Context: an optimization exercise on an open-source flow, tuned for small area and a short achievable clock period. The choices shown serve that exercise and are no tape-out recipe. Where RTL was checked, it was by simulation tests only, not by an equivalence proof against the original. The RTL of run 1 was laid out without a check of its function. Power figures rest on the tool's default switching activity, not on a simulated workload.

## flow/design.v (module list and top-level ports; edited modules follow where they fit)
// module twiddle_gen: 75 lines
// module cmplx_mult_scale: 1964 lines
// module csa_fa: 10 lines
// module csa_ha: 9 lines
// module twiddle_mult: 26 lines
module twiddle_mult
#(
    parameter int DATA_W    = 32,
    parameter int START_CNT = 64
) (
    input  logic              clk,
    input  logic              rst_n,
    input  logic [7:0]        cnt,
    input  logic [DATA_W-1:0] data_in,
    output logic [DATA_W-1:0] data_out
);
  // ...
==> flow/flow/run.sh <==
#!/bin/bash
# Standard layout, except that the port buffers are buf_4 cells instead of the
# default choice (a slow delay buffer). Every port still gets its own buffer.
set -euo pipefail
export BUFFER_PORTS_ARGS="-buffer_cell sky130_fd_sc_hd__buf_4"
bash standard.sh finish > standard_finish.log 2>&1
==> flow/standard.sh <==
#!/bin/bash
# synth_recipe.tcl (not shown) runs the flow's synth.tcl, then flattens the netlist and writes it again
# the make line also repeats each setting of config.mk as NAME=value (left out here)
make -C /OpenROAD-flow-scripts/flow DESIGN_CONFIG=/design/flow/config.mk WORK_HOME=/design/flow/orfs CLKGATE_MAP_FILE= SYNTH_SCRIPT=/design/flow/synth_recipe.tcl "${@:-finish}"
==> flow/config.mk <==
export PLATFORM = sky130hd
export DESIGN_NAME = twiddle_mult
export DESIGN_NICKNAME = twiddle_mult
export VERILOG_FILES = /design/flow/design.v
export SDC_FILE = /design/flow/constraint.sdc
export NUM_CORES = 4
export LEC_CHECK = 0
export CAP_MARGIN = 20
export CORE_MARGIN = 2
export CORE_UTILIZATION = 40
export CTS_BUF_LIST = sky130_fd_sc_hd__clkbuf_4 sky130_fd_sc_hd__clkbuf_8
export CTS_CLUSTER_DIAMETER = 100
export CTS_CLUSTER_SIZE = 30
export SETUP_SLACK_MARGIN = 3.5
export SLEW_MARGIN = 20
export SYNTH_HIERARCHICAL = 1
export SYNTH_MINIMUM_KEEP_SIZE = 0
export TNS_END_PERCENT = 100
==> flow/constraint.sdc <==
create_clock -name core_clock -period 8.0 [get_ports {clk}]
set_input_delay 1.6000 -clock core_clock [delete_from_list [all_inputs] [get_ports {clk}]]
set_output_delay 1.6000 -clock core_clock [all_outputs]
set_load 0.01 [all_outputs]
==> out/metrics.csv, run 1 <==
metric;value;unit
buffer_area_frac;0.101;
seq_cells;88;
place_inst;2460;
vias_per_cell;6.32;
crit_path_start_kind;register;
use_met3;0.0690;
post_cts_resized;96;
skew;26.5;ps
critical_path_depth;13;
nMultiInputCombCells;1626;
fin_crit_sh;0.562;
final_area;0.0222;mm2
clockBufferDepth;2;
hold_violations;0;
power_frac_seq;0.117;
netlist_instances;1958;
worst_slack;3510;ps
switching_share;0.486;
layout.nets;2421;
min_path_type;in -> reg;
grt_max_degree;50;
place_congestion;0.911;
hold_depth;1;
outcome;finished clean;
slowest_stage;fa_1;
grt_busiest_layer;met2;
r2r_start;i_twiddle_gen.idx_q[2];
fin_crit;4490;ps
leakage;0.00849;uW
power.group.top;combinational logic;
powerDensity;323;mW/mm2
ioPinCount;74;
crit_path_end;i_cmplx_mult_scale.im_yq[7];
r2r-end;i_cmplx_mult_scale.im_yq[7];
==> module twiddle_gen, before the edit <==
module twiddle_gen (
    input  logic        clk,
    input  logic        rst_n,
    input  logic [7:0]  cnt,
    output logic [5:0]  cr_s1,
    output logic [5:0]  cr_s2,
    output logic [5:0]  cr_ng,
    output logic [5:0]  ci_s1,
    output logic [5:0]  ci_s2,
    output logic [5:0]  ci_ng,
    output logic [5:0]  mci_ng
);
    logic [4:0] pos;
    logic [4:0] idx_d;
    assign pos = cnt[4:0];
    always_comb begin
        case (cnt[7:5])
            3'd2: idx_d = pos;
            3'd3: idx_d = {pos[3:0], 1'b0};
            3'd4: idx_d = {pos[2:0], 2'b0};
            3'd5: idx_d = {pos[1:0], 3'b0};
            3'd6: idx_d = {pos[0], 4'b0};
            default: idx_d = 5'd0;
        endcase
    end
    logic [4:0] idx_q;
    always_ff @(posedge clk) begin
        if (!rst_n) idx_q <= 5'd0;
        else        idx_q <= idx_d;
    end
    logic [31:0] oh;
    assign oh = 32'd1 << idx_q;
    assign cr_s1[0] = |(oh & 32'h516272ea);
    assign cr_s1[1] = |(oh & 32'hf522895e);
    assign cr_s1[2] = |(oh & 32'h778823dc);
    assign cr_s1[3] = |(oh & 32'h354c6558);
    assign cr_s1[4] = |(oh & 32'h078c63c0);
    assign cr_s1[5] = |(oh & 32'hffc007ff);
    assign cr_s2[0] = |(oh & 32'h00880810);
    assign cr_s2[1] = |(oh & 32'h0adc76a0);
    assign cr_s2[2] = |(oh & 32'h00228800);
    assign cr_s2[3] = |(oh & 32'h08929220);
    assign cr_s2[4] = |(oh & 32'h00701c00);
    assign cr_s2[5] = |(oh & 32'h00000000);
    assign cr_ng[0] = |(oh & 32'h41ca58fa);
    assign cr_ng[1] = |(oh & 32'h3f362606);
    assign cr_ng[2] = |(oh & 32'h2780a814);
    assign cr_ng[3] = |(oh & 32'h044a5338);
    assign cr_ng[4] = |(oh & 32'h003c07c0);
    assign cr_ng[5] = |(oh & 32'hffc00000);
    assign ci_s1[0] = |(oh & 32'h8d145162);
    assign ci_s1[1] = |(oh & 32'h895ef522);
    assign ci_s1[2] = |(oh & 32'h23dc7788);
    assign ci_s1[3] = |(oh & 32'h6558354c);
    assign ci_s1[4] = |(oh & 32'h63c0078c);
    assign ci_s1[5] = |(oh & 32'h07ffffc0);
    assign ci_s2[0] = |(oh & 32'h22000088);
    assign ci_s2[1] = |(oh & 32'h76a00adc);
    assign ci_s2[2] = |(oh & 32'h88000022);
    assign ci_s2[3] = |(oh & 32'h92200892);
    assign ci_s2[4] = |(oh & 32'h1c000070);
    assign ci_s2[5] = |(oh & 32'h00000000);
    assign ci_ng[0] = |(oh & 32'ha70441ca);
    assign ci_ng[1] = |(oh & 32'hd9f83f36);
    assign ci_ng[2] = |(oh & 32'h03c82780);
    assign ci_ng[3] = |(oh & 32'ha440044a);
    assign ci_ng[4] = |(oh & 32'h7800003c);
    assign ci_ng[5] = |(oh & 32'h07ffffc0);
    assign mci_ng[0] = |(oh & 32'h08101020);
    assign mci_ng[1] = |(oh & 32'h2606c0c8);
    assign mci_ng[2] = |(oh & 32'ha814502a);
    assign mci_ng[3] = |(oh & 32'h53383994);
    assign mci_ng[4] = |(oh & 32'h07c007c0);
    assign mci_ng[5] = |(oh & 32'h00000000);
endmodule
==> inputs of run 2 (changes only) <==
--- a/flow/design.v
+++ b/flow/design.v
@@ -30,65 +30,86 @@
             3'd2: idx_d = pos;
             3'd3: idx_d = {pos[3:0], 1'b0};
             3'd4: idx_d = {pos[2:0], 2'b0};
             3'd5: idx_d = {pos[1:0], 3'b0};
             3'd6: idx_d = {pos[0], 4'b0};
             default: idx_d = 5'd0;
         endcase
     end
-    logic [4:0] idx_q;
+    logic [31:0] oh;
+    assign oh = 32'd1 << idx_d;
+    logic [5:0] cr_s1_d;
+    assign cr_s1_d[0] = |(oh & 32'h516272ea);
+    assign cr_s1_d[1] = |(oh & 32'hf522895e);
+    assign cr_s1_d[2] = |(oh & 32'h778823dc);
+    assign cr_s1_d[3] = |(oh & 32'h354c6558);
+    assign cr_s1_d[4] = |(oh & 32'h078c63c0);
+    assign cr_s1_d[5] = |(oh & 32'hffc007ff);
+    logic [5:0] cr_s2_d;
+    assign cr_s2_d[0] = |(oh & 32'h00880810);
+    assign cr_s2_d[1] = |(oh & 32'h0adc76a0);
+    assign cr_s2_d[2] = |(oh & 32'h00228800);
+    assign cr_s2_d[3] = |(oh & 32'h08929220);
+    assign cr_s2_d[4] = |(oh & 32'h00701c00);
+    assign cr_s2_d[5] = |(oh & 32'h00000000);
+    logic [5:0] cr_ng_d;
+    assign cr_ng_d[0] = |(oh & 32'h41ca58fa);
+    assign cr_ng_d[1] = |(oh & 32'h3f362606);
+    assign cr_ng_d[2] = |(oh & 32'h2780a814);
+    assign cr_ng_d[3] = |(oh & 32'h044a5338);
+    assign cr_ng_d[4] = |(oh & 32'h003c07c0);
+    assign cr_ng_d[5] = |(oh & 32'hffc00000);
+    logic [5:0] ci_s1_d;
+    assign ci_s1_d[0] = |(oh & 32'h8d145162);
+    assign ci_s1_d[1] = |(oh & 32'h895ef522);
+    assign ci_s1_d[2] = |(oh & 32'h23dc7788);
+    assign ci_s1_d[3] = |(oh & 32'h6558354c);
+    assign ci_s1_d[4] = |(oh & 32'h63c0078c);
+    assign ci_s1_d[5] = |(oh & 32'h07ffffc0);
+    logic [5:0] ci_s2_d;
+    assign ci_s2_d[0] = |(oh & 32'h22000088);
+    assign ci_s2_d[1] = |(oh & 32'h76a00adc);
+    assign ci_s2_d[2] = |(oh & 32'h88000022);
+    assign ci_s2_d[3] = |(oh & 32'h92200892);
+    assign ci_s2_d[4] = |(oh & 32'h1c000070);
+    assign ci_s2_d[5] = |(oh & 32'h00000000);
+    logic [5:0] ci_ng_d;
+    assign ci_ng_d[0] = |(oh & 32'ha70441ca);
+    assign ci_ng_d[1] = |(oh & 32'hd9f83f36);
+    assign ci_ng_d[2] = |(oh & 32'h03c82780);
+    assign ci_ng_d[3] = |(oh & 32'ha440044a);
+    assign ci_ng_d[4] = |(oh & 32'h7800003c);
+    assign ci_ng_d[5] = |(oh & 32'h07ffffc0);
+    logic [5:0] mci_ng_d;
+    assign mci_ng_d[0] = |(oh & 32'h08101020);
+    assign mci_ng_d[1] = |(oh & 32'h2606c0c8);
+    assign mci_ng_d[2] = |(oh & 32'ha814502a);
+    assign mci_ng_d[3] = |(oh & 32'h53383994);
+    assign mci_ng_d[4] = |(oh & 32'h07c007c0);
+    assign mci_ng_d[5] = |(oh & 32'h00000000);
     always_ff @(posedge clk) begin
-        if (!rst_n) idx_q <= 5'd0;
-        else        idx_q <= idx_d;
+        if (!rst_n) begin
+            cr_s1 <= 6'd32;
+            cr_s2 <= 6'd0;
+            cr_ng <= 6'd0;
+            ci_s1 <= 6'd0;
+            ci_s2 <= 6'd0;
+            ci_ng <= 6'd0;
+            mci_ng <= 6'd0;
+        end else begin
+            cr_s1 <= cr_s1_d;
+            cr_s2 <= cr_s2_d;
+            cr_ng <= cr_ng_d;
+            ci_s1 <= ci_s1_d;
+            ci_s2 <= ci_s2_d;
+            ci_ng <= ci_ng_d;
+            mci_ng <= mci_ng_d;
+        end
     end
-    logic [31:0] oh;
-    assign oh = 32'd1 << idx_q;
-    assign cr_s1[0] = |(oh & 32'h516272ea);
-    assign cr_s1[1] = |(oh & 32'hf522895e);
-    assign cr_s1[2] = |(oh & 32'h778823dc);
-    assign cr_s1[3] = |(oh & 32'h354c6558);
-    assign cr_s1[4] = |(oh & 32'h078c63c0);
-    assign cr_s1[5] = |(oh & 32'hffc007ff);
-    assign cr_s2[0] = |(oh & 32'h00880810);
-    assign cr_s2[1] = |(oh & 32'h0adc76a0);
-    assign cr_s2[2] = |(oh & 32'h00228800);
-    assign cr_s2[3] = |(oh & 32'h08929220);
-    assign cr_s2[4] = |(oh & 32'h00701c00);
-    assign cr_s2[5] = |(oh & 32'h00000000);
-    assign cr_ng[0] = |(oh & 32'h41ca58fa);
-    assign cr_ng[1] = |(oh & 32'h3f362606);
-    assign cr_ng[2] = |(oh & 32'h2780a814);
-    assign cr_ng[3] = |(oh & 32'h044a5338);
-    assign cr_ng[4] = |(oh & 32'h003c07c0);
-    assign cr_ng[5] = |(oh & 32'hffc00000);
-    assign ci_s1[0] = |(oh & 32'h8d145162);
-    assign ci_s1[1] = |(oh & 32'h895ef522);
-    assign ci_s1[2] = |(oh & 32'h23dc7788);
-    assign ci_s1[3] = |(oh & 32'h6558354c);
-    assign ci_s1[4] = |(oh & 32'h63c0078c);
-    assign ci_s1[5] = |(oh & 32'h07ffffc0);
-    assign ci_s2[0] = |(oh & 32'h22000088);
-    assign ci_s2[1] = |(oh & 32'h76a00adc);
-    assign ci_s2[2] = |(oh & 32'h88000022);
-    assign ci_s2[3] = |(oh & 32'h92200892);
-    assign ci_s2[4] = |(oh & 32'h1c000070);
-    assign ci_s2[5] = |(oh & 32'h00000000);
-    assign ci_ng[0] = |(oh & 32'ha70441ca);
-    assign ci_ng[1] = |(oh & 32'hd9f83f36);
-    assign ci_ng[2] = |(oh & 32'h03c82780);
-    assign ci_ng[3] = |(oh & 32'ha440044a);
-    assign ci_ng[4] = |(oh & 32'h7800003c);
-    assign ci_ng[5] = |(oh & 32'h07ffffc0);
-    assign mci_ng[0] = |(oh & 32'h08101020);
-    assign mci_ng[1] = |(oh & 32'h2606c0c8);
-    assign mci_ng[2] = |(oh & 32'ha814502a);
-    assign mci_ng[3] = |(oh & 32'h53383994);
-    assign mci_ng[4] = |(oh & 32'h07c007c0);
-    assign mci_ng[5] = |(oh & 32'h00000000);
 endmodule
 module cmplx_mult_scale (
     input  logic        clk,
     input  logic        rst_n,
     input  logic [31:0] data_in,
     input  logic [5:0]  cr_s1,
     input  logic [5:0]  cr_s2,
     input  logic [5:0]  cr_ng,
@@ -1461,27 +1482,24 @@
     csa_fa u_re_w239 (.a(re_w60), .b(re_w75), .c(re_w90), .s(re_w239), .co(re_w240));
     csa_fa u_re_w241 (.a(re_w116), .b(re_w131), .c(re_w146), .s(re_w241), .co(re_w242));
     csa_fa u_re_w243 (.a(re_w16), .b(re_w31), .c(re_w46), .s(re_w243), .co(re_w244));
     csa_fa u_re_w245 (.a(re_w61), .b(re_w76), .c(re_w91), .s(re_w245), .co(re_w246));
     csa_fa u_re_w247 (.a(re_w117), .b(re_w132), .c(re_w147), .s(re_w247), .co(re_w248));
     csa_fa u_re_w249 (.a(re_w17), .b(re_w32), .c(re_w47), .s(re_w249), .co(re_w250));
     csa_fa u_re_w251 (.a(re_w62), .b(re_w77), .c(re_w92), .s(re_w251), .co(re_w252));
     csa_fa u_re_w253 (.a(re_w118), .b(re_w133), .c(re_w148), .s(re_w253), .co(re_w254));
-    assign re_w255 = ~(re_w33 ^ re_w48);
-    assign re_w256 = re_w33 | re_w48;
+    csa_fa u_re_w255 (.a(1'b1), .b(re_w33), .c(re_w48), .s(re_w255), .co(re_w256));
     csa_fa u_re_w257 (.a(re_w63), .b(re_w78), .c(re_w93), .s(re_w257), .co(re_w258));
     csa_ha u_re_w259 (.a(re_w134), .b(re_w149), .s(re_w259), .co(re_w260));
-    assign re_w261 = ~(re_w34 ^ re_w49);
-    assign re_w262 = re_w34 | re_w49;
+    csa_fa u_re_w261 (.a(1'b1), .b(re_w34), .c(re_w49), .s(re_w261), .co(re_w262));
     csa_fa u_re_w263 (.a(re_w64), .b(re_w79), .c(re_w94), .s(re_w263), .co(re_w264));
     csa_ha u_re_w265 (.a(re_w135), .b(re_w150), .s(re_w265), .co(re_w266));
     csa_fa u_re_w267 (.a(re_w50), .b(re_w65), .c(re_w80), .s(re_w267), .co(re_w268));
-    assign re_w269 = ~re_w51;
-    assign re_w270 = re_w51;
+    csa_ha u_re_w269 (.a(1'b1), .b(re_w51), .s(re_w269), .co(re_w270));
     csa_fa u_re_w271 (.a(cr_ng[2]), .b(mci_ng[2]), .c(re_w5), .s(re_w271), .co(re_w272));
     csa_ha u_re_w273 (.a(re_w6), .b(re_w21), .s(re_w273), .co(re_w274));
     csa_fa u_re_w275 (.a(re_w203), .b(re_w7), .c(re_w22), .s(re_w275), .co(re_w276));
     csa_fa u_re_w277 (.a(re_w37), .b(re_w52), .c(re_w108), .s(re_w277), .co(re_w278));
     csa_fa u_re_w279 (.a(re_w204), .b(re_w8), .c(re_w23), .s(re_w279), .co(re_w280));
     csa_fa u_re_w281 (.a(re_w38), .b(re_w53), .c(re_w109), .s(re_w281), .co(re_w282));
     csa_ha u_re_w283 (.a(re_w124), .b(re_w139), .s(re_w283), .co(re_w284));
     csa_fa u_re_w285 (.a(re_w54), .b(re_w69), .c(re_w110), .s(re_w285), .co(re_w286));
@@ -1520,18 +1538,17 @@
     csa_fa u_re_w351 (.a(re_w95), .b(re_w151), .c(re_w166), .s(re_w351), .co(re_w352));
     csa_fa u_re_w353 (.a(re_w181), .b(re_w196), .c(re_w266), .s(re_w353), .co(re_w354));
     csa_fa u_re_w355 (.a(re_w262), .b(re_w264), .c(re_w267), .s(re_w355), .co(re_w356));
     csa_fa u_re_w357 (.a(re_w66), .b(re_w81), .c(re_w96), .s(re_w357), .co(re_w358));
     csa_fa u_re_w359 (.a(re_w152), .b(re_w167), .c(re_w182), .s(re_w359), .co(re_w360));
     csa_fa u_re_w361 (.a(re_w197), .b(re_w269), .c(re_w268), .s(re_w361), .co(re_w362));
     csa_fa u_re_w363 (.a(re_w67), .b(re_w82), .c(re_w97), .s(re_w363), .co(re_w364));
     csa_fa u_re_w365 (.a(re_w168), .b(re_w183), .c(re_w198), .s(re_w365), .co(re_w366));
-    assign re_w367 = ~(re_w68 ^ re_w83);
-    assign re_w368 = re_w68 | re_w83;
+    csa_fa u_re_w367 (.a(1'b1), .b(re_w68), .c(re_w83), .s(re_w367), .co(re_w368));
     csa_ha u_re_w369 (.a(re_w98), .b(re_w169), .s(re_w369), .co(re_w370));
     csa_fa u_re_w371 (.a(cr_ng[1]), .b(mci_ng[1]), .c(re_w3), .s(re_w371), .co(re_w372));
     csa_ha u_re_w373 (.a(re_w4), .b(re_w19), .s(re_w373), .co(re_w374));
     csa_fa u_re_w375 (.a(re_w20), .b(re_w35), .c(re_w106), .s(re_w375), .co(re_w376));
     csa_ha u_re_w377 (.a(re_w121), .b(re_w136), .s(re_w377), .co(re_w378));
     csa_fa u_re_w379 (.a(re_w36), .b(re_w107), .c(re_w122), .s(re_w379), .co(re_w380));
     csa_fa u_re_w381 (.a(re_w137), .b(re_w273), .c(re_w272), .s(re_w381), .co(re_w382));
     csa_fa u_re_w383 (.a(re_w123), .b(re_w138), .c(re_w153), .s(re_w383), .co(re_w384));
@@ -1565,18 +1582,17 @@
     csa_fa u_re_w439 (.a(re_w352), .b(re_w357), .c(re_w359), .s(re_w439), .co(re_w440));
     csa_fa u_re_w441 (.a(re_w354), .b(re_w356), .c(re_w361), .s(re_w441), .co(re_w442));
     csa_fa u_re_w443 (.a(re_w270), .b(re_w358), .c(re_w360), .s(re_w443), .co(re_w444));
     csa_fa u_re_w445 (.a(re_w363), .b(re_w365), .c(re_w362), .s(re_w445), .co(re_w446));
     csa_fa u_re_w447 (.a(re_w184), .b(re_w199), .c(re_w369), .s(re_w447), .co(re_w448));
     csa_fa u_re_w449 (.a(re_w364), .b(re_w366), .c(re_w367), .s(re_w449), .co(re_w450));
     csa_fa u_re_w451 (.a(re_w84), .b(re_w99), .c(re_w185), .s(re_w451), .co(re_w452));
     csa_fa u_re_w453 (.a(re_w200), .b(re_w370), .c(re_w368), .s(re_w453), .co(re_w454));
-    assign re_w455 = ~(re_w85 ^ re_w100);
-    assign re_w456 = re_w85 | re_w100;
+    csa_fa u_re_w455 (.a(1'b1), .b(re_w85), .c(re_w100), .s(re_w455), .co(re_w456));
     csa_ha u_re_w457 (.a(re_w186), .b(re_w201), .s(re_w457), .co(re_w458));
     csa_ha u_re_w459 (.a(cr_ng[0]), .b(mci_ng[0]), .s(re_w459), .co(re_w460));
     csa_ha u_re_w461 (.a(re_w18), .b(re_w104), .s(re_w461), .co(re_w462));
     csa_fa u_re_w463 (.a(re_w105), .b(re_w120), .c(re_w373), .s(re_w463), .co(re_w464));
     csa_fa u_re_w465 (.a(re_w374), .b(re_w377), .c(re_w375), .s(re_w465), .co(re_w466));
     csa_fa u_re_w467 (.a(re_w378), .b(re_w376), .c(re_w379), .s(re_w467), .co(re_w468));
     csa_fa u_re_w469 (.a(re_w380), .b(re_w383), .c(re_w382), .s(re_w469), .co(re_w470));
     csa_fa u_re_w471 (.a(re_w384), .b(re_w386), .c(re_w387), .s(re_w471), .co(re_w472));
@@ -1869,27 +1885,24 @@
     csa_fa u_im_w253 (.a(im_w16), .b(im_w31), .c(im_w46), .s(im_w253), .co(im_w254));
     csa_fa u_im_w255 (.a(im_w61), .b(im_w76), .c(im_w91), .s(im_w255), .co(im_w256));
     csa_fa u_im_w257 (.a(im_w117), .b(im_w132), .c(im_w147), .s(im_w257), .co(im_w258));
     csa_ha u_im_w259 (.a(im_w162), .b(im_w177), .s(im_w259), .co(im_w260));
     csa_fa u_im_w261 (.a(im_w17), .b(im_w32), .c(im_w47), .s(im_w261), .co(im_w262));
     csa_fa u_im_w263 (.a(im_w62), .b(im_w77), .c(im_w92), .s(im_w263), .co(im_w264));
     csa_fa u_im_w265 (.a(im_w118), .b(im_w133), .c(im_w148), .s(im_w265), .co(im_w266));
     csa_ha u_im_w267 (.a(im_w163), .b(im_w178), .s(im_w267), .co(im_w268));
-    assign im_w269 = ~(im_w33 ^ im_w48);
-    assign im_w270 = im_w33 | im_w48;
+    csa_fa u_im_w269 (.a(1'b1), .b(im_w33), .c(im_w48), .s(im_w269), .co(im_w270));
     csa_fa u_im_w271 (.a(im_w63), .b(im_w78), .c(im_w93), .s(im_w271), .co(im_w272));
     csa_fa u_im_w273 (.a(im_w134), .b(im_w149), .c(im_w164), .s(im_w273), .co(im_w274));
-    assign im_w275 = ~(im_w34 ^ im_w49);
-    assign im_w276 = im_w34 | im_w49;
+    csa_fa u_im_w275 (.a(1'b1), .b(im_w34), .c(im_w49), .s(im_w275), .co(im_w276));
     csa_fa u_im_w277 (.a(im_w64), .b(im_w79), .c(im_w94), .s(im_w277), .co(im_w278));
     csa_ha u_im_w279 (.a(im_w135), .b(im_w150), .s(im_w279), .co(im_w280));
     csa_fa u_im_w281 (.a(im_w50), .b(im_w65), .c(im_w80), .s(im_w281), .co(im_w282));
-    assign im_w283 = ~im_w51;
-    assign im_w284 = im_w51;
+    csa_ha u_im_w283 (.a(1'b1), .b(im_w51), .s(im_w283), .co(im_w284));
     csa_fa u_im_w285 (.a(ci_ng[2]), .b(cr_ng[2]), .c(im_w5), .s(im_w285), .co(im_w286));
     csa_ha u_im_w287 (.a(im_w6), .b(im_w21), .s(im_w287), .co(im_w288));
     csa_fa u_im_w289 (.a(im_w205), .b(im_w7), .c(im_w22), .s(im_w289), .co(im_w290));
     csa_fa u_im_w291 (.a(im_w37), .b(im_w52), .c(im_w108), .s(im_w291), .co(im_w292));
     csa_fa u_im_w293 (.a(im_w206), .b(im_w8), .c(im_w23), .s(im_w293), .co(im_w294));
     csa_fa u_im_w295 (.a(im_w38), .b(im_w53), .c(im_w109), .s(im_w295), .co(im_w296));
     csa_ha u_im_w297 (.a(im_w124), .b(im_w139), .s(im_w297), .co(im_w298));
     csa_fa u_im_w299 (.a(im_w54), .b(im_w69), .c(im_w110), .s(im_w299), .co(im_w300));
@@ -1928,18 +1941,17 @@
     csa_fa u_im_w365 (.a(im_w95), .b(im_w151), .c(im_w166), .s(im_w365), .co(im_w366));
     csa_fa u_im_w367 (.a(im_w181), .b(im_w196), .c(im_w280), .s(im_w367), .co(im_w368));
     csa_fa u_im_w369 (.a(im_w276), .b(im_w278), .c(im_w281), .s(im_w369), .co(im_w370));
     csa_fa u_im_w371 (.a(im_w66), .b(im_w81), .c(im_w96), .s(im_w371), .co(im_w372));
     csa_fa u_im_w373 (.a(im_w152), .b(im_w167), .c(im_w182), .s(im_w373), .co(im_w374));
     csa_fa u_im_w375 (.a(im_w197), .b(im_w283), .c(im_w282), .s(im_w375), .co(im_w376));
     csa_fa u_im_w377 (.a(im_w67), .b(im_w82), .c(im_w97), .s(im_w377), .co(im_w378));
     csa_fa u_im_w379 (.a(im_w168), .b(im_w183), .c(im_w198), .s(im_w379), .co(im_w380));
-    assign im_w381 = ~(im_w68 ^ im_w83);
-    assign im_w382 = im_w68 | im_w83;
+    csa_fa u_im_w381 (.a(1'b1), .b(im_w68), .c(im_w83), .s(im_w381), .co(im_w382));
     csa_ha u_im_w383 (.a(im_w98), .b(im_w169), .s(im_w383), .co(im_w384));
     csa_fa u_im_w385 (.a(ci_ng[1]), .b(cr_ng[1]), .c(im_w3), .s(im_w385), .co(im_w386));
     csa_ha u_im_w387 (.a(im_w4), .b(im_w19), .s(im_w387), .co(im_w388));
     csa_fa u_im_w389 (.a(im_w20), .b(im_w35), .c(im_w106), .s(im_w389), .co(im_w390));
     csa_ha u_im_w391 (.a(im_w121), .b(im_w136), .s(im_w391), .co(im_w392));
     csa_fa u_im_w393 (.a(im_w36), .b(im_w107), .c(im_w122), .s(im_w393), .co(im_w394));
     csa_fa u_im_w395 (.a(im_w137), .b(im_w287), .c(im_w286), .s(im_w395), .co(im_w396));
     csa_fa u_im_w397 (.a(im_w123), .b(im_w138), .c(im_w153), .s(im_w397), .co(im_w398));
@@ -1973,18 +1985,17 @@
     csa_fa u_im_w453 (.a(im_w366), .b(im_w371), .c(im_w373), .s(im_w453), .co(im_w454));
     csa_fa u_im_w455 (.a(im_w368), .b(im_w370), .c(im_w375), .s(im_w455), .co(im_w456));
     csa_fa u_im_w457 (.a(im_w284), .b(im_w372), .c(im_w374), .s(im_w457), .co(im_w458));
     csa_fa u_im_w459 (.a(im_w377), .b(im_w379), .c(im_w376), .s(im_w459), .co(im_w460));
     csa_fa u_im_w461 (.a(im_w184), .b(im_w199), .c(im_w383), .s(im_w461), .co(im_w462));
     csa_fa u_im_w463 (.a(im_w378), .b(im_w380), .c(im_w381), .s(im_w463), .co(im_w464));
     csa_fa u_im_w465 (.a(im_w84), .b(im_w99), .c(im_w185), .s(im_w465), .co(im_w466));
     csa_fa u_im_w467 (.a(im_w200), .b(im_w384), .c(im_w382), .s(im_w467), .co(im_w468));
-    assign im_w469 = ~(im_w85 ^ im_w100);
-    assign im_w470 = im_w85 | im_w100;
+    csa_fa u_im_w469 (.a(1'b1), .b(im_w85), .c(im_w100), .s(im_w469), .co(im_w470));
     csa_ha u_im_w471 (.a(im_w186), .b(im_w201), .s(im_w471), .co(im_w472));
     csa_ha u_im_w473 (.a(ci_ng[0]), .b(cr_ng[0]), .s(im_w473), .co(im_w474));
     csa_ha u_im_w475 (.a(im_w18), .b(im_w104), .s(im_w475), .co(im_w476));
     csa_fa u_im_w477 (.a(im_w105), .b(im_w120), .c(im_w387), .s(im_w477), .co(im_w478));
     csa_fa u_im_w479 (.a(im_w388), .b(im_w391), .c(im_w389), .s(im_w479), .co(im_w480));
     csa_fa u_im_w481 (.a(im_w392), .b(im_w390), .c(im_w393), .s(im_w481), .co(im_w482));
     csa_fa u_im_w483 (.a(im_w394), .b(im_w397), .c(im_w396), .s(im_w483), .co(im_w484));
     csa_fa u_im_w485 (.a(im_w398), .b(im_w400), .c(im_w401), .s(im_w485), .co(im_w486));
==> flow/run.sh (new file) <==
#!/bin/bash
# synth_recipe.tcl (not shown) runs the flow's synth.tcl, then flattens the netlist and writes it again
# the make line also repeats each setting of config.mk as NAME=value (left out here)
make -C /OpenROAD-flow-scripts/flow DESIGN_CONFIG=/design/flow/config.mk WORK_HOME=/design/flow/orfs CLKGATE_MAP_FILE= SYNTH_SCRIPT=/design/flow/synth_recipe.tcl finish
==> flow/config.mk (replaced) <==
export PLATFORM = sky130hd
export DESIGN_NAME = twiddle_mult
export DESIGN_NICKNAME = twiddle_mult
export VERILOG_FILES = /design/flow/design.v
export SDC_FILE = /design/flow/constraint.sdc
export NUM_CORES = 4
export LEC_CHECK = 0
export CAP_MARGIN = 20
export CORE_MARGIN = 2
export CORE_UTILIZATION = 40
export SETUP_SLACK_MARGIN = 3.6
export SLEW_MARGIN = 20
export SYNTH_HIERARCHICAL = 1
export SYNTH_MINIMUM_KEEP_SIZE = 0
export TNS_END_PERCENT = 100
removed: flow/flow/run.sh
removed: flow/standard.sh
==> run 2 against run 1 <==
  * Highest routed layer is now met5
  * Worst hold slack lost 48 ps
  * Die area grew 7.6%
  * Largest cell class unchanged
  * Synthesized area up 7.7%
  * Maximum frequency increased by 2.4%
  * Flip-flop and latch count up 33
  * Sequential share of layout area is 1.9 points higher
  * Final cell count grew 6.9%
  * Clock-buffer cell count increased by 6
  * Non-clock buffer count decreased by 30
  * Global-route usage grew 1.1 points
  * Setup slack gained 100 ps
==> out/metrics.csv, run 2 <==
metric;value;unit;change
outcome;finished clean;;
worst_slack;3610;ps;+103 ps
powerDensity;286;mW/mm2;-11%
die_w;230;um;
cts_root_buf;clkbuf_16;;
use_met3;0.0666;;-0.00245
hold_violations;0;;unchanged
setup_violations;0;;
grt_max_degree;37;;-26%
cp.required;6400;ps;
slowest_stage;clkdlybuf4s50_1;;
die_y;230;um;
drtAntennaViolNets;0;;
skew;16.3;ps;-10.2 ps
postCtsHoldBufs;0;;
track_usage;0.286;;
crit_fanout;3;;
fin_crit_sh;0.549;;-0.0129
fillCellCount;4553;;
synth_area;0.0204;mm2;
final.setup.tns;0;ps;
place_inst;2683;;+9.1%
grt_pass1_vias;18200;;
fin_cells;2759;;
grt_overflow;0;;
netlist_instances;2087;;+6.6%
syn_to_final_growth;20.3;%;
grt_busiest_layer;met2;;
clkSlewWorstSetupHoldPaths;60;ps;
ioPinCount;74;;unchanged
cp_slowest_stage_delay;550;ps;
rsz0062_at_grt;yes;;
cts_made_buffers;17;;
avgSynthCellArea;9.80;um2;
drtIter0Drc;2053;;
ys.warnings.count;8;;
cp_cell_sequence;ha_1 > nand3_1 > o22ai_4 > a211oi_4 > buf_4 > o41ai_4 > xnor2_1 > nor2_1 > clkdlybuf4s50_1;;
min_path_type;reg -> reg;;
dieArea;0.0529;mm2;
cp-end-kind;output pin;;
layout.nets;2526;;+4.3%
clockBufferDepth;2;;unchanged
layout_common_cells;xnor2_1 (336), fa_1 (261), a22oi_1 (208);;
tightest_slew;975;ps;
rows;82;;
drive_gt1_frac;0.221;;
grt_first_pass_wirelength;115000;um;
maxCapViolCount;0;;
place_congestion;0.926;;+1.6%
wl;75800;um;
start_util;0.407;;
worstSkewPairLatency;470;ps;
drt-pass1-iter-count;6;;
antenna_found_initial;6;;
wl_per_cell;27.5;um;
coreArea;0.0503;mm2;
worstPathArrival;2790;ps;
fmax;228;MHz;
drc;0;;
vias_per_cell;6.37;;+0.79%
slew_viol_final;0;;
htreeDepth;4;;
fin_crit;4390;ps;-103 ps
cts_num_sinks;121;;
leakage;0.00937;uW;+10%
use_met2;0.455;;
num_vias;17600;;
crit_path_start_kind;register;;
io_buffer_count;73;;
final_common_cell;xnor2_1;;
cts_tree;yes;;
use_met1;0.354;;
max_slew_margin;0.350;;
place_ws;2230;ps;
dpl.hpwl;46300;um;
critPathKind;reg -> out;;
peakVddDrop;0.156;mV;
final_util;0.489;;
## run 2: changes by cell type in the layout (fill, tap and decap cells not counted), sizes merged, moves of 10 or more
cell,before,now
nand2,98,115
conb,0,10
dlygate4sd2,0,16
dfxtp,88,121
bufbuf,5,18
clkdlybuf4s50,0,21
buf,197,108
inv,27,17
a21oi,64,80
## run 2: timing repair
action / in CTS / in global routing
endpoints found under the setup margin: 101 / 70
pin swaps: 24 / 46
cloned: 26 / 5
gates resized for setup: 255 / 122
buffers inserted: 7 / 3
## run 2: worst max-delay path: cells and delay by family (launching register included)
| family | cells | cell delay, ps |
|---|---|---|
| DFF | 1 | 300 |
| adders and majority gates | 1 | 320 |
| AOI/OAI and AO/OA | 3 | 660 |
| and+or+nand+nor | 2 | 240 |
| buffers and inverters | 2 | 720 |
| xor gates and xnor gates | 1 | 100 |
## run 2: per-stage QoR
step	hold slack (ps)	total power (uW)	instance area (um2)
2_1_floorplan	873	4420	21200
3_3_place_gp	1230	5730	22200
3_5_place_dp	1260	5910	22200
4_1_cts	1280	6920	24100
5_1_grt	1360	7700	24600
6_report	1280	7040	24600
## run 2: worst paths after layout
kind | startpoint | end | slack [ps] | cells after the start
max | i_cmplx_mult_scale.re_xq[3] | data_out[27] | 3610 | 9
min | i_twiddle_gen.mci_ng[2] | i_cmplx_mult_scale.re_xq[0] | 1280 | 4
max reg2reg | i_twiddle_gen.cr_s1[1] | i_cmplx_mult_scale.re_yq[6] | 3740 | 8
min reg2reg | i_twiddle_gen.mci_ng[2] | i_cmplx_mult_scale.re_xq[0] | 1280 | 4
## run 2: power by group
group	switching [uW]	internal [uW]
Clock	346	464
Combinational	2800	2400
Sequential	123	899
Total	3270	3770
## run 2: cell type report
type,instances,area (um2),share of cell area
multi-input cells,1732,18200,0.740
repair buffers,184,2460,0.0998
flip-flops and latches,121,2440,0.0991
well taps,672,841,0.0342
clock buffers,17,425,0.0173
clock inverters,15,169,0.00687
inverters,15,56.3,0.00229
diodes,3,7.51,0.000305
## run 2: per-layer routing
metal  vias up  share of wire
met3       243          0.095
met4         2          0.061
met1      8966           0.38
met5         -        0.00013
li1       7260              -
met2      1117           0.46
==> inputs of run 3 (changes only) <==
--- a/flow/config.mk
+++ b/flow/config.mk
@@ -9,5 +9,5 @@
 export CORE_MARGIN = 2
 export CORE_UTILIZATION = 40
-export SETUP_SLACK_MARGIN = 3.6
+export SETUP_SLACK_MARGIN = 3.3
 export SLEW_MARGIN = 20
 export SYNTH_HIERARCHICAL = 1
==> run 3 against run 2 <==
  * Still clean
  * Design area down 8.3%
  * Combinational power down 7.7%
  * Setup slack worse by 290 ps
  * Clock power down 1%
  * Synthesized cell count unchanged
  * Clock-buffer cell count up 5
  * Power down 5.4%
  * Worst hold slack worse by 120 ps
  * Die area unchanged
  * Global-route usage down 1.8 points
  * Final cell count down 1.8%
  * Largest cell class unchanged
==> out/metrics.csv, run 3 <==
metric;value;unit;change
cts_num_sinks;121;;unchanged
worstSkewPairLatency;450;ps;-20 ps
wl_met2;33800;um;-3.7%
cp_slowest_stage_delay;570;ps;+20 ps
route.met3.wl;6940;um;-4.0%
worstPathArrival;5000;ps;+2210 ps
cts_root_buf;clkbuf_16;;
leakage;0.00860;uW;-8.2%
setup_violations;0;;unchanged
avgSynthCellArea;9.80;um2;unchanged
netlist_instances;2087;;unchanged
die_w;230;um;unchanged
wl_per_cell;26.6;um;-3.1%
hold_violations;0;;unchanged
dieArea;0.0529;mm2;unchanged
layout_common_cells;xnor2_1 (363), fa_1 (328), a22oi_1 (307);;
r2r_setup_slack;3960;ps;+220 ps
wl_met1;27900;um;-3.3%
cp.required;8320;ps;+1920 ps
cp_cell_sequence;clkdlybuf4s18_2 > a22oi_1 > xnor2_1 > fa_2 > fa_1 > fa_1 > fa_1 > fa_1;;
grt_max_degree;37;;unchanged
r2r_start;i_twiddle_gen.cr_s1[2];;
rows;82;;unchanged
r2r-end;i_cmplx_mult_scale.re_yq[8];;
min_path_type;reg -> reg;;
crit_path_start_kind;input port;;
drive_gt1_frac;0.0931;;-0.128
tightest_slew;1040;ps;+66.8 ps
drtIter0Drc;2221;;+8.2%
switching_share;0.461;;-0.00408
cts_made_buffers;17;;unchanged
ioPinCount;74;;unchanged
max_slew_margin;0.305;;-0.0445
outcome;finished clean;;
slowest_stage;clkdlybuf4s18_2;;
skew;13.7;ps;-2.57 ps
grt_pass1_vias;18400;;+1.1%
dpl.hpwl;46300;um;about the same
drc;0;;unchanged
rsz0062_at_grt;yes;;
p_clk_frac;0.120;;+0.005
track_usage;0.268;;-0.0180
die_y;230;um;unchanged
clockBufferDepth;2;;unchanged
drt-pass1-iter-count;6;;unchanged
layout.nets;2475;;-2.0%
critPathKind;in -> reg;;
postCtsHoldBufs;0;;unchanged
cts_tree;yes;;
powerDensity;295;mW/mm2;+3.2%
grt_first_pass_wirelength;109000;um;-4.8%
holdWs;1160;ps;-124 ps
vias_per_cell;6.31;;-1.0%
power_frac_seq;0.159;;+0.014
fin_crit_sh;0.585;;+0.0365
ys.warnings.count;8;;unchanged
synth_area;0.0204;mm2;unchanged
combPwrFrac;0.721;;-0.019
wl;72100;um;-4.9%
start_util;0.407;;unchanged
antenna_found_initial;6;;unchanged
p_sw;3070;uW;-6.2%
final.setup.tns;0;ps;unchanged
coreArea;0.0503;mm2;unchanged
num_vias;17100;;-2.8%
fmax;214;MHz;-6.2%
drtAntennaViolNets;0;;unchanged
peakVddDrop;0.172;mV;+10%
slew_viol_final;0;;unchanged
grt_overflow;0;;unchanged
syn_to_final_growth;10.4;%;
hold_end;i_cmplx_mult_scale.im_xq[19];;
hold_depth;3;;-1
reg2reg_depth;7;;-1
maxCapViolCount;0;;unchanged
fin_crit;4680;ps;+292 ps
htreeDepth;4;;unchanged
clkSlewWorstSetupHoldPaths;60;ps;about the same
cp-end-kind;register;;
place_congestion;0.929;;+0.38%
final_common_cell;xnor2_1;;
crit_fanout;18;;+15
p_total;6660;uW;-5.4%
io_buffer_count;73;;unchanged
top_layer;met4;;
min_from;i_twiddle_gen.ci_ng[4];;
cp_common_cell;fa_1;;
intPower;3590;uW;-4.6%
-- run 3: changes by cell type in the layout (fill, tap and decap cells not counted), sizes merged, moves of 2 or more --
cell	delta
clkinv	-5
clkinvlp	+2
bufbuf	-17
clkbuf	+7
clkdlybuf4s15	-2
clkdlybuf4s50	+18
dlygate4sd2	-12
buf	-47
diode	+2
dlymetal6s2s	+8
clkdlybuf4s18	+2
inv	-5
-- run 3: metrics by stage --
stage	instance area (um2)	util	instances	setup slack, ps
2_1_floorplan	20500	-	2096	3420
6_report	22600	0.449	2708	3320
5_1_grt	22600	0.449	2708	3290
4_1_cts	22300	0.443	2692	3240
3_3_place_gp	21500	0.428	2660	2050
3_5_place_dp	21500	0.428	2661	2120
-- run 3: repair_timing --
| item | CTS | global route |
|---|---|---|
| endpoints found under the hold margin | 0 | 0 |
| buffers inserted | 0 | 3 |
| pin swaps | 4 | 12 |
| endpoints found under the setup margin | 99 | 68 |
| resized for setup | 91 | 52 |
| gates cloned | 1 | 8 |
-- run 3: critical path, delay by kind of cell --
| kind | cells | cell delay [ps] |
|---|---|---|
| fa+ha+maj | 5 | 2340 |
| compound gates | 1 | 220 |
| xor+xnor | 1 | 260 |
| buf+inv | 1 | 570 |
-- run 3: power groups by stage --
stage / logic, uW / registers [uW] / clock network (uW)
after floorplan: 3360 / 961 / 0
after global placement: 4560 / 1070 / 0
after detailed placement: 4710 / 1070 / 0
after CTS: 4760 / 1060 / 809
after global routing: 5380 / 1080 / 830
final: 4810 / 1060 / 798
-- run 3: cell type report --
| type | count | area [um2] |
|---|---|---|
| fill | 4824 | 27700 |
| multi-input combinational | 1730 | 17200 |
| sequential | 121 | 2450 |
| timing repair buffer | 135 | 1480 |
| tap | 672 | 841 |
| clock buffer | 22 | 454 |
| clock inverter | 8 | 123 |
| inverter | 15 | 57.6 |
| antenna | 5 | 12.5 |
-- run 3: worst max-delay path by stage --
stage / to / start / depth (start not counted) / slack, ps
final: i_cmplx_mult_scale.re_yq[8] / data_in[20] / 8 / 3320
after CTS: data_out[12] / i_cmplx_mult_scale.im_xq[3] / 8 / 3240
after global routing: data_out[24] / i_cmplx_mult_scale.re_xq[0] / 9 / 3290
after global placement: i_cmplx_mult_scale.im_yq[8] / data_in[26] / 8 / 2050
after floorplan: i_cmplx_mult_scale.im_yq[10] / data_in[28] / 8 / 3420
after detailed placement: i_cmplx_mult_scale.re_yq[10] / data_in[28] / 8 / 2120
-- run 3: metal layers --
metal / up-vias / GRT usage
met5: - / 0
met4: 0 / 0.139
met3: 238 / 0.0486
met2: 1067 / 0.440
met1: 8650 / 0.338
li1: 7136 / -
==> inputs of run 4 (changes only) <==
==> flow/flow/run.sh (new file) <==
#!/bin/bash
# Standard layout, except that the port buffers are buf_4 cells instead of the
# default choice (a slow delay buffer). Every port still gets its own buffer.
set -euo pipefail
export BUFFER_PORTS_ARGS="-buffer_cell sky130_fd_sc_hd__buf_4"
bash standard.sh finish > standard_finish.log 2>&1
==> flow/standard.sh (new file) <==
#!/bin/bash
# synth_recipe.tcl (not shown) runs the flow's synth.tcl, then flattens the netlist and writes it again
# the make line also repeats each setting of config.mk as NAME=value (left out here)
make -C /OpenROAD-flow-scripts/flow DESIGN_CONFIG=/design/flow/config.mk WORK_HOME=/design/flow/orfs CLKGATE_MAP_FILE= SYNTH_SCRIPT=/design/flow/synth_recipe.tcl "${@:-finish}"
--- a/flow/config.mk
+++ b/flow/config.mk
@@ -9,5 +9,5 @@
 export CORE_MARGIN = 2
 export CORE_UTILIZATION = 40
-export SETUP_SLACK_MARGIN = 3.3
+export SETUP_SLACK_MARGIN = 3.8
 export SLEW_MARGIN = 20
 export SYNTH_HIERARCHICAL = 1
removed: flow/run.sh
==> run 4 against run 3 <==
  * Critical path depth unchanged
  * Routed wire length down 6.0%
  * Highest routed layer unchanged
  * Flip-flop and latch count unchanged
  * Final cell count down 0.63%
  * Sequential share of layout area down 0.35 points
  * Combinational power up 7.5%
  * Sequential power down 5%
  * Largest cell class unchanged
==> out/metrics.csv, run 4 <==
metric;value;unit;change
cts_num_sinks;121;;unchanged
critPathKind;in -> reg;;
crit_fanout;22;;+4
wl;67800;um;-6.0%
worst_slack;3800;ps;+482 ps
final_common_cell;xnor2_1;;
drc;0;;unchanged
cp_slowest_stage_delay;610;ps;+40 ps
drtIter0Drc;1409;;-37%
crit_path_start_kind;input port;;
num_antenna_cells;0;;-5
drtAntennaViolNets;0;;unchanged
cp-end-kind;register;;
slowest_stage;fa_2;;
layout_common_cells;xnor2_1 (356), fa_1 (250), a22oi_1 (205);;
cp_common_cell;fa_2;;
fin_crit_sh;0.525;;-0.0603
grt_max_degree;37;;unchanged
start_util;0.407;;unchanged
avgSynthCellArea;9.80;um2;unchanged
dieArea;0.0529;mm2;unchanged
cts_made_buffers;17;;unchanged
fin_crit;4200;ps;-482 ps
cp_cell_sequence;buf_8 > a22oi_2 > xnor2_1 > fa_2 > fa_2 > fa_2 > fa_1 > fa_2;;
outcome;finished clean;;
fillCellCount;4780;;-0.91%
htreeDepth;4;;unchanged
layout.nets;2461;;-0.57%
netlist_instances;2087;;unchanged
cts_tree;yes;;
io_buffer_count;73;;unchanged
skew;11.4;ps;-2.31 ps
multi_input_area;0.0180;mm2;+5.2%
drt-pass1-iter-count;6;;unchanged
die_w;230;um;unchanged
worstSkewPairLatency;450;ps;about the same
track_usage;0.262;;-0.00655
num_vias;16700;;-2.4%
max_slew_margin;0.313;;+0.00737
maxCapViolCount;0;;unchanged
synth_area;0.0204;mm2;unchanged
final_util;0.462;;+0.0127
postCtsHoldBufs;0;;unchanged
antenna_found_initial;0;;-6
grt_overflow;0;;unchanged
hold_violations;0;;unchanged
grt_pass1_vias;18200;;-1.2%
place_ws;3160;ps;+1040 ps
p_total;6990;uW;+4.9%
leakage;0.00846;uW;-1.6%
clkSlewWorstSetupHoldPaths;70;ps;about the same
die_y;230;um;unchanged
vias_per_cell;6.20;;-1.8%
min_path_type;reg -> reg;;
place_congestion;0.946;;+1.8%
wl_per_cell;25.2;um;-5.4%
dpl.hpwl;45600;um;-1.5%
clockBufferDepth;2;;unchanged
drive_gt1_frac;0.215;;+0.122
ff_latch_area;0.00244;mm2;-0.46%
final.setup.tns;0;ps;unchanged
powerDensity;301;mW/mm2;+2.0%
cp.required;8380;ps;+60 ps
worstPathArrival;4580;ps;-420 ps
tightest_slew;1030;ps;-14.4 ps
peakVddDrop;0.130;mV;-25%
setup_violations;0;;unchanged
syn_to_final_growth;13.5;%;
ys.warnings.count;8;;unchanged
fmax;238;MHz;+11%
ioPinCount;74;;unchanged
holdWs;1230;ps;+73.6 ps
rows;82;;unchanged
slew_viol_final;0;;unchanged
rsz0062_at_grt;yes;;
coreArea;0.0503;mm2;unchanged
grt_first_pass_wirelength;107000;um;-2.3%
cts_root_buf;clkbuf_16;;
run 4: metal layers:
layer / global-route usage / up-vias / share of wire
met5: 0 / - / 0
met4: 0.148 / 0 / 0.057
met3: 0.0471 / 215 / 0.068
met2: 0.436 / 827 / 0.48
met1: 0.319 / 8529 / 0.39
li1: - / 7109 / -
run 4: area by class of cell:
cell class / instances / share of cell area
Multi-Input combinational cell: 1730 / 0.778
Sequential cell: 121 / 0.105
Timing Repair Buffer: 121 / 0.0524
Tap cell: 672 / 0.0362
Clock buffer: 18 / 0.0185
Clock inverter: 14 / 0.00755
Inverter: 15 / 0.00243
run 4: worst paths after layout:
kind / cells past startpoint / slack [ps] / start / to
worst max-delay path: 8 / 3800 / data_in[21] / i_cmplx_mult_scale.im_yq[6]
worst min-delay path: 4 / 1230 / i_twiddle_gen.mci_ng[2] / i_cmplx_mult_scale.re_xq[0]
worst max register to register: 8 / 3850 / i_twiddle_gen.ci_s2[3] / i_cmplx_mult_scale.im_yq[6]
worst min register to register: 4 / 1230 / i_twiddle_gen.mci_ng[2] / i_cmplx_mult_scale.re_xq[0]
run 4: stage by stage:
step	instances	instance area, um2
floorplan	2096	21500
global placement	2650	21900
detailed placement	2650	21900
CTS	2686	22800
global route	2691	23200
finish	2691	23200
run 4: what timing repair did:
action | 4_1_cts | 5_1_grt
setup buffers | 4 | 5
pin swaps | 8 | 20
setup endpoints to repair | 49 | 48
gates resized for setup | 64 | 72
run 4: worst max-delay path: cells and delay by family:
family	cells	cell delay, ps
xor+xnor	1	190
compound gates	1	90
fa+ha+maj	5	2460
buf+inv	1	210
run 4: where the power goes:
| group | internal (uW) | switching (uW) | leakage (uW) |
|---|---|---|---|
| Sequential | 899 | 112 | 0.00101 |
| Combinational | 2380 | 2800 | 0.00716 |
| Clock | 490 | 315 | 0.000286 |
| Total | 3770 | 3220 | 0.00846 |
==> inputs of run 5 (changes only) <==
--- a/flow/config.mk
+++ b/flow/config.mk
@@ -9,5 +9,5 @@
 export CORE_MARGIN = 2
 export CORE_UTILIZATION = 40
-export SETUP_SLACK_MARGIN = 3.8
+export SETUP_SLACK_MARGIN = 4.1
 export SLEW_MARGIN = 20
 export SYNTH_HIERARCHICAL = 1
==> run 5 against run 4 <==
  * Power is 8.7% higher
  * Final cell count is 2.9% higher
  * Clock skew is 8.3 ps higher
  * Critical path depth unchanged
  * Worst hold slack gained 8.5 ps
  * Global-route usage rose by 3.7 points
  * Register-to-register slack better by 190 ps
  * Largest cell class unchanged
  * Die area is the same
  * Via count is 6.2% higher
  * Clock-buffer cell count rose by 4
  * Sequential share of layout area decreased by 1.1 points
  * Still clean
==> out/metrics.csv, run 5 <==
metric;value;unit;change
drc;0;;unchanged
hold_violations;0;;unchanged
hold_depth;4;;unchanged
crit_path_start_kind;register;;
drive_gt1_frac;0.354;;+0.138
worst_slack;3770;ps;-30.1 ps
cts_num_sinks;121;;unchanged
powerDensity;291;mW/mm2;-3.4%
cts_tree;yes;;
p_clk_frac;0.101;;-0.014
holdWs;1240;ps;+8.46 ps
max_slew_margin;0.242;;-0.0708
fmax;236;MHz;-0.71%
netlist_instances;2087;;unchanged
combPwrFrac;0.763;;+0.023
rsz0062_at_grt;yes;;
cp.required;6400;ps;-1980 ps
peakVddDrop;0.149;mV;+15%
power_frac_seq;0.136;;-0.009
switching_share;0.455;;-0.00637
clockBufferDepth;2;;unchanged
ioPinCount;74;;unchanged
track_usage;0.299;;+0.0374
die_y;230;um;unchanged
dpl.hpwl;46000;um;+0.91%
critPathLaunch;i_cmplx_mult_scale.im_yq[0];;
grt_overflow;0;;unchanged
clkSlewWorstSetupHoldPaths;60;ps;about the same
antenna_found_initial;0;;unchanged
drtAntennaViolNets;0;;unchanged
worstPathArrival;2630;ps;-1950 ps
fin_crit_sh;0.529;;+0.00377
postCtsHoldBufs;0;;unchanged
skew;19.7;ps;+8.27 ps
place_congestion;0.919;;-2.9%
layout_common_cells;xnor2_1 (312), fa_2 (170), fa_1 (159);;
drt-pass1-iter-count;6;;unchanged
final_common_cell;xnor2_1;;
grt_max_degree;37;;unchanged
avgSynthCellArea;9.80;um2;unchanged
synth_area;0.0204;mm2;unchanged
wl_per_cell;28.4;um;+13%
fin_crit;4230;ps;+30.1 ps
die_w;230;um;unchanged
tightest_slew;1130;ps;+102 ps
worstSkewPairLatency;460;ps;about the same
cts_root_buf;clkbuf_16;;
dieArea;0.0529;mm2;unchanged
num_vias;17700;;+6.2%
intPower;4140;uW;+10%
outcome;finished clean;;
p_sw;3460;uW;+7.2%
layout.nets;2539;;+3.2%
final_util;0.520;;+0.0580
syn_to_final_growth;27.7;%;
vias_per_cell;6.40;;+3.2%
rows;82;;unchanged
r2r_start;i_twiddle_gen.ci_ng[5];;
io_buffer_count;73;;unchanged
final.setup.tns;0;ps;unchanged
min_from;i_twiddle_gen.mci_ng[2];;
leakage;0.00963;uW;+14%
coreArea;0.0503;mm2;unchanged
place_ws;3100;ps;-65.5 ps
ys.warnings.count;8;;unchanged
grt_pass1_vias;18900;;+3.9%
htreeDepth;4;;unchanged
critPathKind;reg -> out;;
min_path_type;reg -> reg;;
wl;78500;um;+16%
drtIter0Drc;1660;;+18%
reg2reg_depth;7;;-1
cts_made_buffers;17;;unchanged
cp-end-kind;output pin;;
start_util;0.407;;unchanged
maxCapViolCount;0;;unchanged
setup_violations;0;;unchanged
crit_fanout;4;;-82%
grt_first_pass_wirelength;119000;um;+11%
slew_viol_final;0;;unchanged
run 5: changes by cell type in the layout (fill, tap and decap cells not counted), moves of 12 or more:
cell	change
ha_1	-13
xnor2_2	+44
xnor2_1	-44
buf_16	+54
buf_6	+12
buf_4	+20
a22oi_2	+53
fa_2	+91
fa_1	-91
buf_12	-12
a22oi_1	-53
run 5: what timing repair did:
item	CTS	global route
cloned	37	4
pin swaps	170	126
resized for setup	324	127
endpoints found under the hold margin	0	0
setup endpoints to repair	90	90
setup buffers	29	18
run 5: area by class of cell:
class	instances	area [um2]
tap	672	841
multi-input combinational	1730	19200
sequential	121	2450
inverter	15	57.6
timing repair buffer	199	3000
clock buffer	22	464
fill	4312	24200
clock inverter	9	98.8
antenna	1	2.50
run 5: worst paths after layout:
path                                 endpoint  slack, ps
setup / recovery                 data_out[15]       3770
hold / removal    i_cmplx_mult_scale.re_xq[0]       1240
setup reg to reg  i_cmplx_mult_scale.im_yq[5]       4040
hold reg to reg   i_cmplx_mult_scale.re_xq[0]       1240
run 5: metal layers:
| metal | vias up | global-route usage | part of all wire |
|---|---|---|---|
| li1 | 7304 | - | - |
| met1 | 8984 | 0.361 | 0.37 |
| met2 | 1111 | 0.477 | 0.46 |
| met3 | 315 | 0.0795 | 0.10 |
| met4 | 0 | 0.185 | 0.066 |
| met5 | - | 0 | 0 |
run 5: metrics by stage:
| step | power [uW] | instances | area [um2] |
|---|---|---|---|
| 6_report | 7600 | 2769 | 26100 |
| 5_1_grt | 8320 | 2768 | 26100 |
| 2_1_floorplan | 4510 | 2096 | 21700 |
| 3_5_place_dp | 5980 | 2649 | 22000 |
| 3_3_place_gp | 5830 | 2649 | 22000 |
| 4_1_cts | 7370 | 2746 | 25300 |
run 5: worst max-delay path: stages (launching register included):
cell and delay (ps):
dfxtp_2 330, ha_4 230, a21o_4 250, a22o_4 280, o2111ai_4 290, a21oi_2 110, or3_1 390, a21oi_2 140
buf_4 150
run 5: power groups by stage:
| stage | registers [uW] | clock network [uW] | logic [uW] |
|---|---|---|---|
| after floorplan | 961 | 0 | 3550 |
| after global placement | 1000 | 0 | 4830 |
| after detailed placement | 1010 | 0 | 4970 |
| after CTS | 1010 | 780 | 5580 |
| after global routing | 1050 | 808 | 6470 |
| final | 1030 | 771 | 5800 |
==> inputs of run 6 (changes only) <==
--- a/flow/config.mk
+++ b/flow/config.mk
@@ -9,5 +9,5 @@
 export CORE_MARGIN = 2
 export CORE_UTILIZATION = 40
-export SETUP_SLACK_MARGIN = 4.1
+export SETUP_SLACK_MARGIN = 3.3
 export SLEW_MARGIN = 20
 export SYNTH_HIERARCHICAL = 1
==> run 6 against run 5 <==
  * Highest routed layer unchanged
  * Synthesized area unchanged
  * Synthesized cell count is the same
  * Non-clock buffer count fell by 96
  * Combinational power down about 20%
  * Critical path type unchanged
  * Clock power grew 6.7%
  * Global-route usage down 3.4 points
==> out/metrics.csv, run 6 <==
metric;value;unit;change
die_w;230;um;unchanged
cts_made_buffers;17;;unchanged
start_util;0.407;;unchanged
grt_busiest_layer;met2;;
clockBufferDepth;2;;unchanged
hold_violations;0;;unchanged
max_slew_margin;0.252;;+0.0104
outcome;finished clean;;
critPathKind;reg -> out;;
post_cts_buffers;0;;-100%
place_congestion;0.898;;-2.3%
avgSynthCellArea;9.80;um2;unchanged
layout.nets;2443;;-3.8%
use_met3;0.0486;;-0.0309
p_clk_frac;0.126;;+0.025
final_common_cell;xnor2_1;;
ioPinCount;74;;unchanged
crit_fanout;5;;+1
powerDensity;299;mW/mm2;+2.9%
grt_pass1_vias;18100;;-4.1%
grt_first_pass_wirelength;107000;um;-9.5%
rows;82;;unchanged
wl;69100;um;-12%
fin_crit;4480;ps;+248 ps
final_util;0.434;;-0.0860
use_met2;0.440;;-0.0368
skew;17.5;ps;-2.18 ps
rsz0062_at_grt;no;;
drtIter0Drc;1787;;+7.7%
final.setup.tns;0;ps;unchanged
vias_per_cell;6.23;;-2.6%
cp-end-kind;output pin;;
setup_violations;0;;unchanged
wl_per_cell;25.8;um;-8.9%
min_path_type;reg -> reg;;
cp.required;6400;ps;about the same
dieArea;0.0529;mm2;unchanged
netlist_instances;2087;;unchanged
drive_gt1_frac;0.0970;;-0.257
cts_tree;yes;;
use_met1;0.325;;-0.0359
grt_max_degree;37;;unchanged
tightest_slew;1110;ps;-15.6 ps
syn_to_final_growth;6.59;%;
clkSlewWorstSetupHoldPaths;60;ps;about the same
antenna_found_initial;3;;+3
cts_num_sinks;121;;unchanged
synth_area;0.0204;mm2;unchanged
crit_path_start_kind;register;;
dpl.hpwl;45500;um;-1.3%
ys.warnings.count;8;;unchanged
coreArea;0.0503;mm2;unchanged
io_buffer_count;73;;unchanged
fin_crit_sh;0.560;;+0.0310
worstSkewPairLatency;460;ps;about the same
drt-pass1-iter-count;6;;unchanged
p_sw;3040;uW;-12%
peakVddDrop;0.141;mV;-5.3%
fmax;223;MHz;-5.5%
htreeDepth;4;;unchanged
combPwrFrac;0.712;;-0.051
leakage;0.00826;uW;-14%
slew_viol_final;0;;unchanged
switching_share;0.466;;+0.0111
drc;0;;unchanged
intPower;3490;uW;-16%
die_y;230;um;unchanged
num_vias;16700;;-5.9%
power_frac_seq;0.162;;+0.026
track_usage;0.265;;-0.0345
drtAntennaViolNets;0;;unchanged
layout_common_cells;xnor2_1 (366), fa_1 (329), a22oi_1 (307);;
maxCapViolCount;0;;unchanged
grt_overflow;0;;unchanged
worstPathArrival;2880;ps;+250 ps
cts_root_buf;clkbuf_16;;
==> run 6: worst max-delay path, stage by stage (launching register included) <==
cell      delay [ps]
dfxtp_1          460
ha_1             330
a21oi_1          160
o21ai_0          170
a21oi_1          460
a21boi_0         260
o21ai_0          200
nor3b_1          220
buf_4            170
==> run 6: metrics by stage <==
step                      total power, uW  cell area (um2)  instances  setup slack (ps)  hold slack [ps]
after floorplan                      4320            20500       2096              3420              873
after global placement               5590            21200       2640              3200             1200
after detailed placement             5740            21200       2640              3150             1210
after CTS                            6570            21800       2672              3530             1220
after global routing                 7180            21800       2676              3340             1310
final                                6530            21800       2676              3520             1230
==> run 6: worst paths after layout <==
path	startpoint	endpoint	slack (ps)	depth (start not counted)
worst max-delay path	i_cmplx_mult_scale.im_xq[8]	data_out[12]	3520	8
worst min-delay path	i_twiddle_gen.ci_ng[5]	i_cmplx_mult_scale.im_xq[19]	1230	3
worst min register to register	i_twiddle_gen.ci_ng[5]	i_cmplx_mult_scale.im_xq[19]	1230	3
worst max register to register	i_twiddle_gen.ci_s2[0]	i_cmplx_mult_scale.im_yq[5]	4020	7
==> run 6: final cells by class <==
cell class                      instances  area (um2)
Sequential cell                       121        2440
Timing Repair Buffer                  103         781
Clock inverter                         10         144
Antenna cell                            3        7.51
Fill cell                            4831       28500
Clock buffer                           22         464
Tap cell                              672         841
Inverter                               15        57.6
Multi-Input combinational cell       1730       17100
==> run 6: power by group through the flow <==
stage	registers (uW)	logic, uW	clock network (uW)
3_5_place_dp	1060	4670	0
6_report	1060	4640	823
4_1_cts	1050	4680	835
3_3_place_gp	1060	4530	0
2_1_floorplan	961	3360	0
5_1_grt	1080	5250	860
==> run 6: metal layers <==
layer / share of wire / vias up
met2: 0.48 / 909
li1: - / 7066
met5: 0 / -
met1: 0.39 / 8497
met4: 0.050 / 0
met3: 0.080 / 194
==> run 6: what timing repair did <==
action,4_1_cts,5_1_grt
hold buffers,0,0
endpoints found under the setup margin,9,0
resized for setup,1,0

-- re-timing with driven ports --
The results above use ideal ports. As a check the final layouts listed here were re-extracted and re-timed, cells and wires unchanged. Step 1 sets driving cells, clkbuf_16 on the clock port and buf_2 on the other inputs (assumed; they add their load-dependent delay and slew). Step 2 adds t to the input delays and takes it off the output delays; t is the mean of the earliest and latest rising clock arrival at the registers after step 1. Input paths then give back, and output paths get back, about the clock's delay inside the block. Slacks: ideal ports / drivers / drivers and shift; pairs: ideal ports / drivers.
run	shift t [ns]	setup WS [ns]	hold WS [ns]	slew at the worst register clock pin (ns)
run 1	0.491	3.506 / 3.506 / 3.037	1.329 / 1.302 / 1.630	0.11 / 0.11
run 2	0.516	3.609 / 3.555 / 3.060	1.281 / 1.281 / 1.281	0.08 / 0.08
run 3	0.504	3.317 / 3.312 / 2.809	1.157 / 1.157 / 1.157	0.07 / 0.07
run 4	0.506	3.799 / 3.756 / 3.250	1.230 / 1.230 / 1.230	0.07 / 0.07
run 5	0.516	3.769 / 3.561 / 3.045	1.239 / 1.239 / 1.239	0.07 / 0.07
run 6	0.507	3.522 / 3.464 / 3.022	1.231 / 1.231 / 1.231	0.07 / 0.07
After both steps every run listed still meets setup and hold. For run 5, which loses most, drivers alone change the setup slack by -0.208 ns; drivers and shift together by -0.724 ns.
